This is an optimization exercise on Yosys and OpenROAD, whose aim is small area, a short achievable clock period and few clock cycles per item, not a production implementation.
The RTL was checked by simulation tests, not by an equivalence proof against the original design.

==> flow/design.v <==
package bbd_pkg;
  localparam int MAX_DEGREE_DEF = 3;
  localparam int MAX_KNOTS_DEF  = 16;
  localparam logic signed [31:0] Q_ONE   = 32'sh0001_0000;
  localparam logic signed [31:0] Q_MAX   = 32'sh7FFF_FFFF;
  localparam logic signed [31:0] Q_MIN   = -32'sh8000_0000;
  localparam int SEARCH_STEPS = 8;
  localparam int DIV_BITS      = 48;
  localparam int DIV_PER_CYCLE = 2;
  localparam int DIV_CYCLES    = DIV_BITS / DIV_PER_CYCLE;
  localparam int DIV_CNT_W     = $clog2(DIV_CYCLES + 1);
  localparam int PADDR_W = 4;
  localparam logic [1:0] REG_DEGREE = 2'd0;
  localparam logic [1:0] REG_DERIV  = 2'd1;
  localparam logic [1:0] REG_BASIS  = 2'd2;
  localparam logic [1:0] DEGREE_RST = 2'd2;
  localparam logic [1:0] DERIV_RST  = 2'd2;
  localparam logic [3:0] BASIS_RST  = 4'd5;
  localparam logic ACT_WRITE = 1'b0;
  localparam logic ACT_EVAL  = 1'b1;
  typedef struct packed {
    logic               action;
    logic [3:0]         knot_index;
    logic signed [31:0] knot_value;
    logic signed [31:0] point;
  } in_word_t;
  typedef struct packed {
    logic [1:0]         deriv_order;
    logic [3:0]         basis_index;
    logic [3:0]         span_index;
    logic signed [31:0] value;
    logic               divide_flag;
    logic               last;
  } out_word_t;
  typedef struct packed {
    logic               done;
    logic               zero;
    logic signed [31:0] quot;
  } div_res_t;
  typedef enum logic [4:0] {
    ST_IDLE,
    ST_SRCH_N,
    ST_SRCH_P,
    ST_SRCH_PCHK,
    ST_MID_A,
    ST_MID_B,
    ST_MID_C,
    ST_BUILD_INIT,
    ST_LR_A,
    ST_LR_B,
    ST_LR_C,
    ST_R_A,
    ST_R_DIV,
    ST_R_M1,
    ST_R_M2,
    ST_R_M3,
    ST_COPY,
    ST_DV_R,
    ST_DV_INIT,
    ST_T_A,
    ST_T_B,
    ST_T_DIV,
    ST_T_M,
    ST_T_ACC,
    ST_EMIT
  } bbd_state_t;
  function automatic logic signed [31:0] sat_wide(input logic signed [63:0] v);
    logic signed [31:0] res;
    if (v > 64'sh0000_0000_7FFF_FFFF) begin
      res = Q_MAX;
    end else if (v < -64'sh0000_0000_8000_0000) begin
      res = Q_MIN;
    end else begin
      res = v[31:0];
    end
    sat_wide = res;
  endfunction
  function automatic logic signed [31:0] sat_add(input logic signed [31:0] a,
                                                 input logic signed [31:0] b);
    logic signed [32:0] s;
    logic signed [31:0] res;
    s = {a[31], a} + {b[31], b};
    if (s[32] != s[31]) begin
      res = s[32] ? Q_MIN : Q_MAX;
    end else begin
      res = s[31:0];
    end
    sat_add = res;
  endfunction
  function automatic logic signed [31:0] sat_sub(input logic signed [31:0] a,
                                                 input logic signed [31:0] b);
    logic signed [32:0] s;
    logic signed [31:0] res;
    s = {a[31], a} - {b[31], b};
    if (s[32] != s[31]) begin
      res = s[32] ? Q_MIN : Q_MAX;
    end else begin
      res = s[31:0];
    end
    sat_sub = res;
  endfunction
  function automatic logic signed [31:0] qmul_fix(input logic signed [63:0] prod);
    logic signed [63:0] t;
    t = prod[63] ? (prod + 64'sd65535) : prod;
    t = t >>> 16;
    qmul_fix = sat_wide(t);
  endfunction
endpackage
module bbd_ram #(
  parameter int WIDTH = 32,
  parameter int DEPTH = 16
) (
  input  logic                     clk,
  input  logic                     we,
  input  logic [$clog2(DEPTH)-1:0] waddr,
  input  logic [WIDTH-1:0]         wdata,
  input  logic [$clog2(DEPTH)-1:0] raddr,
  output logic [WIDTH-1:0]         rdata
);
  logic [WIDTH-1:0] mem [DEPTH];
  always_ff @(posedge clk) begin
    if (we) begin
      mem[waddr] <= wdata;
    end
    rdata <= mem[raddr];
  end
endmodule
module bbd_qdiv (
  input  logic                clk,
  input  logic                rst,
  input  logic                start,
  input  logic signed [31:0]  num,
  input  logic signed [31:0]  den,
  output bbd_pkg::div_res_t   res
);
  logic                 busy;
  logic [bbd_pkg::DIV_CNT_W-1:0] cnt;
  logic [32:0]          rem;
  logic [47:0]          dvd;
  logic [47:0]          quo;
  logic [31:0]          dmag;
  logic                 neg;
  logic [32:0]          rem_n;
  logic [47:0]          dvd_n;
  logic [47:0]          quo_n;
  logic [31:0]          num_mag;
  logic [31:0]          den_mag;
  logic signed [31:0]   qsat;
  assign num_mag = num[31] ? (32'd0 - num) : num;
  assign den_mag = den[31] ? (32'd0 - den) : den;
  always_comb begin
    rem_n = rem;
    dvd_n = dvd;
    quo_n = quo;
    for (int b = 0; b < bbd_pkg::DIV_PER_CYCLE; b++) begin
      rem_n = {rem_n[31:0], dvd_n[47]};
      dvd_n = {dvd_n[46:0], 1'b0};
      if (rem_n >= {1'b0, dmag}) begin
        rem_n = rem_n - {1'b0, dmag};
        quo_n = {quo_n[46:0], 1'b1};
      end else begin
        quo_n = {quo_n[46:0], 1'b0};
      end
    end
  end
  always_comb begin
    if (!neg) begin
      qsat = (quo > 48'h0000_7FFF_FFFF) ? bbd_pkg::Q_MAX : quo[31:0];
    end else begin
      qsat = (quo > 48'h0000_8000_0000) ? bbd_pkg::Q_MIN : (32'd0 - quo[31:0]);
    end
  end
  always_ff @(posedge clk) begin
    if (rst) begin
      busy     <= 1'b0;
      res.done <= 1'b0;
    end else begin
      res.done <= 1'b0;
      if (start) begin
        if (den == 32'sd0) begin
          res.done <= 1'b1;
          res.zero <= 1'b1;
          res.quot <= 32'sd0;
        end else begin
          busy     <= 1'b1;
          cnt      <= bbd_pkg::DIV_CNT_W'(bbd_pkg::DIV_CYCLES);
          rem      <= '0;
          dvd      <= {num_mag, 16'h0000};
          quo      <= '0;
          dmag     <= den_mag;
          neg      <= num[31] ^ den[31];
          res.zero <= 1'b0;
        end
      end else if (busy) begin
        if (cnt != '0) begin
          rem <= rem_n;
          dvd <= dvd_n;
          quo <= quo_n;
          cnt <= cnt - 1'b1;
        end else begin
          busy     <= 1'b0;
          res.done <= 1'b1;
          res.quot <= qsat;
        end
      end
    end
  end
endmodule
module bspline_basis_derivatives #(
  parameter int MAX_DEGREE = bbd_pkg::MAX_DEGREE_DEF,
  parameter int MAX_KNOTS  = bbd_pkg::MAX_KNOTS_DEF
) (
  input  logic                          clk,
  input  logic                          rst,
  input  logic                          in_valid,
  output logic                          in_stall,
  input  logic [68:0]                   in_item,
  output logic                          out_valid,
  input  logic                          out_stall,
  output logic [43:0]                   out_item,
  input  logic                          psel,
  input  logic                          penable,
  input  logic                          pwrite,
  input  logic [bbd_pkg::PADDR_W-1:0]   paddr,
  input  logic [31:0]                   pwdata,
  output logic [31:0]                   prdata,
  output logic                          pready
);
  bbd_pkg::in_word_t  in_w;
  bbd_pkg::out_word_t out_q;
  assign in_w     = in_item;
  assign out_item = out_q;
  localparam int ND = MAX_DEGREE + 1;
  localparam int CW = $clog2(MAX_DEGREE + 2);
  localparam int IW = $clog2(MAX_DEGREE + 1);
  localparam int AW = $clog2(MAX_KNOTS);
  bbd_pkg::bbd_state_t state, state_next;
  logic [1:0]    degree;
  logic [1:0]    max_deriv_order;
  logic [3:0]    basis_count;
  logic [CW-1:0] p_eff;
  logic [CW-1:0] k_eff;
  logic [3:0]    n_eff;
  logic signed [31:0] x;
  logic [3:0]         span;
  logic [3:0]         lo, hi, mid;
  logic [3:0]         lo2, hi2, mid2;
  logic [2:0]         step;
  logic signed [31:0] kmid;
  logic               hit;
  logic [CW-1:0]      j, r, i, c, cend;
  logic               s1;
  logic signed [31:0] saved, tmp, ta, tb, tq, d, dn;
  logic               flag;
  logic signed [63:0] prod;
  logic signed [31:0] qm;
  logic signed [31:0] ndu   [ND*ND];
  logic signed [31:0] lft   [ND];
  logic signed [31:0] rgt   [ND];
  logic signed [31:0] acoef [2*ND];
  logic signed [31:0] ders  [ND*ND];
  logic [CW-1:0] r_p1, j_mr, j_m1, c_m1, pi_p1, rk_c, p_mi;
  logic [CW-1:0]      oi, oj;
  logic [7:0]         mult;
  logic               emit_last;
  logic               slot_free;
  logic signed [63:0] scaled;
  bbd_pkg::out_word_t emit_word;
  logic [5:0]         kidx;
  logic [AW-1:0]      ram_raddr;
  logic [31:0]        ram_rdata;
  logic signed [31:0] knot_rd;
  logic               ram_we;
  logic [CW-1:0]      nrow, ncol;
  logic signed [31:0] ndu_rd;
  logic signed [31:0] ders_rd;
  logic signed [31:0] rsum;
  logic               div_start;
  logic signed [31:0] div_num, div_den;
  bbd_pkg::div_res_t  div_res;
  logic signed [31:0] mul_a, mul_b;
  always_comb begin
    p_eff = (int'(degree) > MAX_DEGREE) ? CW'(MAX_DEGREE) : CW'(degree);
    k_eff = (CW'(max_deriv_order) > p_eff) ? p_eff : CW'(max_deriv_order);
    n_eff = (basis_count < 4'(p_eff) + 4'd1) ? 4'(p_eff) + 4'd1 : basis_count;
  end
  assign pready = 1'b1;
  always_comb begin
    case (paddr[3:2])
      bbd_pkg::REG_DEGREE: prdata = {30'd0, degree};
      bbd_pkg::REG_DERIV:  prdata = {30'd0, max_deriv_order};
      bbd_pkg::REG_BASIS:  prdata = {28'd0, basis_count};
      default:    prdata = 32'd0;
    endcase
  end
  assign ram_we = (state == bbd_pkg::ST_IDLE) && in_valid && (in_w.action == bbd_pkg::ACT_WRITE) &&
                  (int'(in_w.knot_index) < MAX_KNOTS);
  assign knot_rd = ram_rdata;
  bbd_ram #(
    .WIDTH(32),
    .DEPTH(MAX_KNOTS)
  ) u_knots (
    .clk   (clk),
    .we    (ram_we),
    .waddr (AW'(in_w.knot_index)),
    .wdata (in_w.knot_value),
    .raddr (ram_raddr),
    .rdata (ram_rdata)
  );
  always_comb begin
    if (7'(kidx) > 7'(MAX_KNOTS - 1)) begin
      ram_raddr = AW'(MAX_KNOTS - 1);
    end else begin
      ram_raddr = AW'(kidx);
    end
  end
  bbd_qdiv u_div (
    .clk   (clk),
    .rst   (rst),
    .start (div_start),
    .num   (div_num),
    .den   (div_den),
    .res   (div_res)
  );
  always_comb begin
    r_p1  = r + 1'b1;
    j_mr  = j - r;
    j_m1  = j - 1'b1;
    c_m1  = c - 1'b1;
    pi_p1 = p_eff - i + 1'b1;
    rk_c  = r - i + c;
    p_mi  = p_eff - i;
  end
  assign ders_rd = ders[ND*int'(oi[IW-1:0]) + int'(oj[IW-1:0])];
  assign ndu_rd = ndu[ND*int'(nrow[IW-1:0]) + int'(ncol[IW-1:0])];
  assign rsum   = bbd_pkg::sat_add(rgt[r_p1[IW-1:0]], lft[j_mr[IW-1:0]]);
  assign qm     = bbd_pkg::qmul_fix(prod);
  assign dn     = bbd_pkg::sat_add(d, qm);
  assign tb     = (c == '0) ? 32'sd0 : acoef[ND*int'(s1) + int'(c_m1[IW-1:0])];
  always_comb begin
    hit  = (x >= kmid) && (x < knot_rd);
    lo2  = (x < kmid) ? lo : mid;
    hi2  = (x < kmid) ? mid : hi;
    mid2 = 4'(({1'b0, lo2} + {1'b0, hi2}) >> 1);
  end
  always_comb begin
    state_next = state;
    unique case (state)
      bbd_pkg::ST_IDLE:       if (in_valid && (in_w.action == bbd_pkg::ACT_EVAL)) state_next = bbd_pkg::ST_SRCH_N;
      bbd_pkg::ST_SRCH_N:     state_next = bbd_pkg::ST_SRCH_P;
      bbd_pkg::ST_SRCH_P:     state_next = (x >= knot_rd) ? bbd_pkg::ST_BUILD_INIT : bbd_pkg::ST_SRCH_PCHK;
      bbd_pkg::ST_SRCH_PCHK:  state_next = (x <= knot_rd) ? bbd_pkg::ST_BUILD_INIT : bbd_pkg::ST_MID_A;
      bbd_pkg::ST_MID_A:      state_next = bbd_pkg::ST_MID_B;
      bbd_pkg::ST_MID_B:      state_next = bbd_pkg::ST_MID_C;
      bbd_pkg::ST_MID_C: begin
        if (hit || (step == 3'(bbd_pkg::SEARCH_STEPS - 1))) state_next = bbd_pkg::ST_BUILD_INIT;
        else                                       state_next = bbd_pkg::ST_MID_A;
      end
      bbd_pkg::ST_BUILD_INIT: state_next = (p_eff == '0) ? bbd_pkg::ST_COPY : bbd_pkg::ST_LR_A;
      bbd_pkg::ST_LR_A:       state_next = bbd_pkg::ST_LR_B;
      bbd_pkg::ST_LR_B:       state_next = bbd_pkg::ST_LR_C;
      bbd_pkg::ST_LR_C:       state_next = bbd_pkg::ST_R_A;
      bbd_pkg::ST_R_A:        state_next = bbd_pkg::ST_R_DIV;
      bbd_pkg::ST_R_DIV:      if (div_res.done) state_next = bbd_pkg::ST_R_M1;
      bbd_pkg::ST_R_M1:       state_next = bbd_pkg::ST_R_M2;
      bbd_pkg::ST_R_M2:       state_next = bbd_pkg::ST_R_M3;
      bbd_pkg::ST_R_M3: begin
        if (r == j_m1) state_next = (j == p_eff) ? bbd_pkg::ST_COPY : bbd_pkg::ST_LR_A;
        else           state_next = bbd_pkg::ST_R_A;
      end
      bbd_pkg::ST_COPY: begin
        if (c == p_eff) state_next = (k_eff == '0) ? bbd_pkg::ST_EMIT : bbd_pkg::ST_DV_R;
      end
      bbd_pkg::ST_DV_R:       state_next = bbd_pkg::ST_DV_INIT;
      bbd_pkg::ST_DV_INIT:    state_next = bbd_pkg::ST_T_A;
      bbd_pkg::ST_T_A:        state_next = bbd_pkg::ST_T_B;
      bbd_pkg::ST_T_B:        state_next = bbd_pkg::ST_T_DIV;
      bbd_pkg::ST_T_DIV:      if (div_res.done) state_next = bbd_pkg::ST_T_M;
      bbd_pkg::ST_T_M:        state_next = bbd_pkg::ST_T_ACC;
      bbd_pkg::ST_T_ACC: begin
        if (c == cend) begin
          if (i == k_eff) state_next = (r == p_eff) ? bbd_pkg::ST_EMIT : bbd_pkg::ST_DV_R;
          else            state_next = bbd_pkg::ST_DV_INIT;
        end else begin
          state_next = bbd_pkg::ST_T_A;
        end
      end
      bbd_pkg::ST_EMIT:       if (slot_free && emit_last) state_next = bbd_pkg::ST_IDLE;
      default:       state_next = bbd_pkg::ST_IDLE;
    endcase
  end
  always_comb begin
    kidx      = '0;
    nrow      = '0;
    ncol      = '0;
    div_start = 1'b0;
    div_num   = ndu_rd;
    div_den   = rsum;
    mul_a     = tq;
    mul_b     = ndu_rd;
    unique case (state)
      bbd_pkg::ST_SRCH_N: kidx = 6'(n_eff);
      bbd_pkg::ST_SRCH_P: kidx = 6'(p_eff);
      bbd_pkg::ST_MID_A:  kidx = 6'(mid);
      bbd_pkg::ST_MID_B:  kidx = 6'(mid) + 6'd1;
      bbd_pkg::ST_LR_A:   kidx = 6'(span) + 6'd1 - 6'(j);
      bbd_pkg::ST_LR_B:   kidx = 6'(span) + 6'(j);
      bbd_pkg::ST_R_A: begin
        nrow      = r;
        ncol      = j_m1;
        div_start = 1'b1;
        div_num   = ndu_rd;
        div_den   = rsum;
      end
      bbd_pkg::ST_R_M1: begin
        mul_a = rgt[r_p1[IW-1:0]];
        mul_b = tmp;
      end
      bbd_pkg::ST_R_M2: begin
        mul_a = lft[j_mr[IW-1:0]];
        mul_b = tmp;
      end
      bbd_pkg::ST_COPY: begin
        nrow = c;
        ncol = p_eff;
      end
      bbd_pkg::ST_T_B: begin
        nrow      = pi_p1;
        ncol      = rk_c;
        div_start = 1'b1;
        div_num   = bbd_pkg::sat_sub(ta, tb);
        div_den   = ndu_rd;
      end
      bbd_pkg::ST_T_M: begin
        nrow  = rk_c;
        ncol  = p_mi;
        mul_a = tq;
        mul_b = ndu_rd;
      end
      default: ;
    endcase
  end
  always_ff @(posedge clk) begin
    prod <= mul_a * mul_b;
  end
  always_comb begin
    slot_free = !out_valid || !out_stall;
    emit_last = (oi == k_eff) && (oj == p_eff);
    scaled    = $signed({{32{ders_rd[31]}}, ders_rd}) * $signed({56'd0, mult});
    emit_word.deriv_order = 2'(oi);
    emit_word.basis_index = span + 4'(oj) - 4'(p_eff);
    emit_word.span_index  = span;
    emit_word.value       = bbd_pkg::sat_wide(scaled);
    emit_word.divide_flag = flag;
    emit_word.last        = emit_last;
  end
  always_ff @(posedge clk) begin
    if (rst) begin
      state           <= bbd_pkg::ST_IDLE;
      degree          <= bbd_pkg::DEGREE_RST;
      max_deriv_order <= bbd_pkg::DERIV_RST;
      basis_count     <= bbd_pkg::BASIS_RST;
      out_valid       <= 1'b0;
    end else begin
      state <= state_next;
      if (psel && penable && pwrite) begin
        case (paddr[3:2])
          bbd_pkg::REG_DEGREE: degree          <= pwdata[1:0];
          bbd_pkg::REG_DERIV:  max_deriv_order <= pwdata[1:0];
          bbd_pkg::REG_BASIS:  basis_count     <= pwdata[3:0];
          default: ;
        endcase
      end
      if ((state != bbd_pkg::ST_EMIT) && !out_stall) begin
        out_valid <= 1'b0;
      end
      unique case (state)
        bbd_pkg::ST_IDLE: begin
          if (in_valid && (in_w.action == bbd_pkg::ACT_EVAL)) begin
            x    <= in_w.point;
            flag <= 1'b0;
          end
        end
        bbd_pkg::ST_SRCH_P: begin
          if (x >= knot_rd) span <= n_eff - 4'd1;
        end
        bbd_pkg::ST_SRCH_PCHK: begin
          if (x <= knot_rd) begin
            span <= 4'(p_eff);
          end else begin
            lo   <= 4'(p_eff);
            hi   <= n_eff;
            mid  <= 4'(({1'b0, 4'(p_eff)} + {1'b0, n_eff}) >> 1);
            step <= '0;
          end
        end
        bbd_pkg::ST_MID_B: kmid <= knot_rd;
        bbd_pkg::ST_MID_C: begin
          if (hit) begin
            span <= mid;
          end else begin
            lo   <= lo2;
            hi   <= hi2;
            mid  <= mid2;
            step <= step + 3'd1;
            if (step == 3'(bbd_pkg::SEARCH_STEPS - 1)) span <= mid2;
          end
        end
        bbd_pkg::ST_BUILD_INIT: begin
          ndu[0] <= bbd_pkg::Q_ONE;
          j         <= CW'(1);
          c         <= '0;
          oi        <= '0;
          oj        <= '0;
          mult      <= 8'd1;
        end
        bbd_pkg::ST_LR_B: lft[j[IW-1:0]] <= bbd_pkg::sat_sub(x, knot_rd);
        bbd_pkg::ST_LR_C: begin
          rgt[j[IW-1:0]] <= bbd_pkg::sat_sub(knot_rd, x);
          r              <= '0;
          saved          <= 32'sd0;
        end
        bbd_pkg::ST_R_A: ndu[ND*int'(j[IW-1:0]) + int'(r[IW-1:0])] <= rsum;
        bbd_pkg::ST_R_DIV: begin
          if (div_res.done) begin
            tmp <= div_res.quot;
            if (div_res.zero) flag <= 1'b1;
          end
        end
        bbd_pkg::ST_R_M2: ndu[ND*int'(r[IW-1:0]) + int'(j[IW-1:0])] <= bbd_pkg::sat_add(saved, qm);
        bbd_pkg::ST_R_M3: begin
          c <= '0;
          if (r == j_m1) begin
            ndu[ND*int'(j[IW-1:0]) + int'(j[IW-1:0])] <= qm;
            j                         <= j + 1'b1;
          end else begin
            saved <= qm;
            r     <= r + 1'b1;
          end
        end
        bbd_pkg::ST_COPY: begin
          ders[int'(c[IW-1:0])] <= ndu_rd;
          c                  <= c + 1'b1;
          r                  <= '0;
        end
        bbd_pkg::ST_DV_R: begin
          for (int b = 0; b < 2; b++) begin
            for (int e = 0; e < ND; e++) begin
              acoef[ND*int'(b) + int'(e)] <= ((b == 0) && (e == 0)) ? bbd_pkg::Q_ONE : 32'sd0;
            end
          end
          s1 <= 1'b0;
          i  <= CW'(1);
        end
        bbd_pkg::ST_DV_INIT: begin
          c    <= (i > r) ? (i - r) : '0;
          cend <= (i < (p_eff - r)) ? i : (p_eff - r);
          d    <= 32'sd0;
        end
        bbd_pkg::ST_T_A: ta <= (c == i) ? 32'sd0 : acoef[ND*int'(s1) + int'(c[IW-1:0])];
        bbd_pkg::ST_T_DIV: begin
          if (div_res.done) begin
            acoef[ND*int'(!s1) + int'(c[IW-1:0])] <= div_res.quot;
            tq                    <= div_res.quot;
            if (div_res.zero) flag <= 1'b1;
          end
        end
        bbd_pkg::ST_T_ACC: begin
          if (c == cend) begin
            ders[ND*int'(i[IW-1:0]) + int'(r[IW-1:0])] <= dn;
            s1                         <= ~s1;
            if (i == k_eff) r <= r + 1'b1;
            else            i <= i + 1'b1;
          end else begin
            c <= c + 1'b1;
            d <= dn;
          end
        end
        bbd_pkg::ST_EMIT: begin
          if (slot_free) begin
            out_valid <= 1'b1;
            out_q     <= emit_word;
            if (oj == p_eff) begin
              oj   <= '0;
              oi   <= oi + 1'b1;
              mult <= 8'(mult * 8'(p_eff - oi));
            end else begin
              oj <= oj + 1'b1;
            end
          end
        end
        default: ;
      endcase
    end
  end
  assign in_stall = (state != bbd_pkg::ST_IDLE);
endmodule
==> flow/run.sh <==
#!/bin/bash
# synth_recipe.tcl (not shown) runs the flow's synth.tcl, then flattens the netlist and writes it again
# the make line also repeats each setting of config.mk as NAME=value (left out here)
make -C /OpenROAD-flow-scripts/flow DESIGN_CONFIG=/design/flow/config.mk WORK_HOME=/design/flow/orfs CLKGATE_MAP_FILE= SYNTH_SCRIPT=/design/flow/synth_recipe.tcl finish
==> flow/config.mk <==
export PLATFORM = sky130hd
export DESIGN_NAME = bspline_basis_derivatives
export DESIGN_NICKNAME = bspline_basis_derivatives
export VERILOG_FILES = /design/flow/design.v
export SDC_FILE = /design/flow/constraint.sdc
export NUM_CORES = 4
export LEC_CHECK = 0
export CAP_MARGIN = 20
export CORE_MARGIN = 2
export CORE_UTILIZATION = 30
export SLEW_MARGIN = 20
==> flow/constraint.sdc <==
create_clock -name core_clock -period 12.0 [get_ports {clk}]
set_input_delay 2.4000 -clock core_clock [delete_from_list [all_inputs] [get_ports {clk}]]
set_output_delay 2.4000 -clock core_clock [all_outputs]
set_load 0.01 [all_outputs]
==> results by group <==
Outcome
  – Status: finished clean

STA
  – Clock skew: 0.107 ns
  – Final hold violations: 0
  – Slew HR: 20.5%
  – Post-layout min period: around 12 ns
  – Crit share post-route: 97.2%
  – Final WS setup: 0.334 ns
  – Final setup viols: 0
  – Slew @ Worst Pin: ~1.2 ns
  – Final slew viol count: 0
  – Top achievable clock speed: roughly 86 MHz

Drt
  – Routed len/inst: 23.3 um
  – DRT iter0 DRCs: between 10,000 and 15,000
  – Detailed Route WL: between 500,000 and 600,000 um
  – ANT nets after route: 0
  – Post-DR vias/cell: 5.11
  – TritonRoute pass-1 iters: 7
  – Via count: around 110k
  – Post-route DRC: 0

Global route
  – Largest net degree at the start of global routing: around 120
  – Initial antenna violation count: 42
  – Gr usage total: 17.7%
  – Gr ovfl total: 0
  – First-pass GRT wire length: 764,000 um
  – Number of global-route vias before repair: 113,978

Synthesis
  – Mapped Cells: approximately 14,000
  – Main flop type after synthesis: edfxtp_1
  – Avg Synthesized Cell Area: 11.9 um^2
  – Post-synth EDFFs: around 2,500
  – Sequential area share after synthesis: 46.2%
  – Post-synthesis cell type count: about 110
  – Synth area leader: edfxtp_1
  – Synth async-reset ratio: 0%
  – Seq cells post-synth: between 2,000 and 3,000
  – Mapped Area: 171,000 um^2
  – Synth top area cells: edfxtp_1 45%, fa_1 15%, mux4_2 4.9%
  – Synthesis warning total: 3
  – Post-synth top area share: 44.9%

CTS
  – Worst skew pair latency: 1.00 ns
  – H-tree levels: 5
  – CTS Buffer Depth: 4
  – # clock sinks: 2,661
  – Worst-path clk slew: 0.06 ns
  – Cts bufs inserted: between 200 and 300
  – Root Driver: clkbuf_16
  – CTS tree: built

Finish
  – Commonest non-fill, non-tap cell in the layout: edfxtp_1
  – Layout cells sized above 1: between 10% and 20%
  – Post-route non-filler standard cell count: 22,357
  – Final nets: between 15,000 and 20,000
  – Commonest cells after routing, fill and taps aside: 2,549 x edfxtp_1, 1,627 x nand2_1, 1,534 x inv_1
  – Area Growth Syn to Fin: 13.5%

Floorplanning
  – Starting Density: a little under a third
  – Die Y: approximately 760 um
  – Row Count: 276
  – DIE AREA: roughly 570,000 um^2
  – Die X: 758 um
  – Core area: 566,000 um^2
  – IO Count: between 150 and 200

Critical path
  – Critical path type: register to register
  – Worst r2r path cells: between 40 and 50
  – Critical path's largest stage delay: 0.56 ns
  – Flop-to-flop setup slack: 0.33 ns
  – R2R Path End: prod[59]
  – Startpoint types: register
  – Critical path peak fanout: 21
  – CP endpoint kind: register
  – Worst path most repeated cell: fa_1
  – Worst Path Arrival: 12.49 ns
  – CP required: 12.82 ns
  – CP max-delay cell: fa_1
  – FF-to-FF Start: state[1]

Placement
  – # port buffers: 131
  – Routability congestion estimate: approximately 0.95
  – Cell count after placement: 21,815
  – DP Worst Slack: just over 0.06 ns
  – Post-DP HPWL: 371,000 um

Hold path
  – Hold wc startpoint: u_knots.rdata[18]
  – Worst min path class: register to register
  – Hold Path Stages: 0
  – Hold endpoint: kmid[18]

Flow run
  – Max Cap Viol: 0
==> flip-flops by register name, indices dropped and copies added (netlist names), 34 cells and up <==
signal       cells
acoef          256
u_div.res       34
prod            64
ndu            512
rgt            128
lft            128
u_knots.mem    512
ders           512
out_q           44
u_div.quo       48
==> logic make-up after synthesis <==
logic type               synth area share, %
adder cells (fa/ha/maj)                 20.0
multiplexers                            6.91
AO/OA/AOI/OAI                           8.09
buffers and inverters                   5.19
AND/OR/NAND/NOR                         11.3
XOR/XNOR                                2.34
flip-flops                              46.2
other                                0.00440
==> cell usage after synthesis, types with 49 or more instances <==
| cell type | instances |
|---|---|
| nand2b_1 | 90 |
| dfxtp_1 | 112 |
| and2_1 | 543 |
| and3_1 | 124 |
| a21oi_1 | 560 |
| edfxtp_1 | 2549 |
| mux4_2 | 368 |
| clkbuf_1 | 555 |
| nand4_1 | 71 |
| inv_1 | 1535 |
| o21a_1 | 54 |
| nor2_1 | 1026 |
| nand3_1 | 231 |
| a311oi_1 | 89 |
| a21o_1 | 185 |
| a211oi_1 | 94 |
| o22ai_1 | 159 |
| xnor2_1 | 286 |
| xor2_1 | 168 |
| o21ai_0 | 361 |
| buf_2 | 49 |
| mux2i_1 | 251 |
| nor3_1 | 140 |
| ha_1 | 626 |
| buf_1 | 90 |
| mux2_2 | 83 |
| nand2_1 | 1634 |
| a31oi_1 | 136 |
| o21bai_1 | 59 |
| fa_1 | 1307 |
| nor2b_1 | 81 |
==> worst max path at each step <==
stage          cells after the start  startpoint       end
6_report                          42    state[1]  prod[59]
5_1_grt                           47        r[0]  prod[59]
4_1_cts                           42        i[0]  prod[59]
3_5_place_dp                      40        i[0]  prod[60]
3_3_place_gp                      44        r[0]  prod[59]
2_1_floorplan                     51        r[0]  prod[59]
==> critical path: cells and delay by family, from the launching register on <==
family | cells | cell delay (ns)
AND/OR/NAND/NOR | 12 | 2.40
adder cells (fa/ha/maj) | 9 | 4.33
multiplexers | 1 | 0.14
buffers and inverters | 10 | 1.78
AO/OA/AOI/OAI | 10 | 2.34
flip-flops | 1 | 0.54
==> layout make-up <==
| cell class | count | area [um^2] |
|---|---|---|
| clock inverter | 147 | 1590 |
| fill | 55556 | 372000 |
| multi-input combinational | 9414 | 84200 |
| inverter | 1537 | 5770 |
| timing repair buffer | 708 | 6290 |
| sequential | 2661 | 78800 |
| tap | 7506 | 9390 |
| clock buffer | 366 | 7590 |
| antenna | 18 | 45.0 |
==> through the flow <==
stage          TNS [ns]  area, um^2  utilization (%)  hold WS, ns
2_1_floorplan         0      171000                -        0.400
3_3_place_gp          0      184000             32.5        0.467
3_5_place_dp          0      184000             32.5        0.476
4_1_cts               0      193000             34.2        0.447
5_1_grt        -0.00796      194000             34.2        0.458
6_report              0      194000             34.2        0.444
==> metal layers <==
metal  routed length [um]  part of all wire, %  up-vias  global-route usage (%)
li1                     -                    -    50551                       -
met3                38400                  7.4      862                    2.94
met2               241000                   46     4331                    28.7
met1               220000                   42    58572                    23.9
met5                  157                0.030        -                       0
met4                21600                  4.1       22                    6.32
==> what timing repair did <==
item                                    4_1_cts  5_1_grt
hold buffers                                  0        0
endpoints found under the setup margin        0       10
buffers inserted                              0        8
gates resized for setup                       0       34
Testbench counts, summed over its fixed seeds: cycles 124,271, evals 240.

[port drivers added, routing unchanged]
In the flow no input, the clock included, has a driving cell. The finished layout below was timed again as built, in two steps.
Step 1 sets driving cells, clkbuf_16 on the clock port and buf_2 on the other inputs (assumed; they add their load-dependent delay and slew).
Step 2 times the ports against the registers' clock, not the clock port: input delays grow and output delays shrink by t, the midpoint of the rising clock arrivals with the driver on.
a / b / c = no drivers / after step 1 / after step 2; a / b = the first two.
t (ns): 1.082
setup slack, ns: 0.334 / 0.334 / 0.334
worst setup path after step 2: register to register
pins driven straight from the clock port: 1
After both steps setup and hold are still met in this run. For this run, drivers alone change the setup slack by 0.000 ns; drivers and shift together by 0.000 ns.
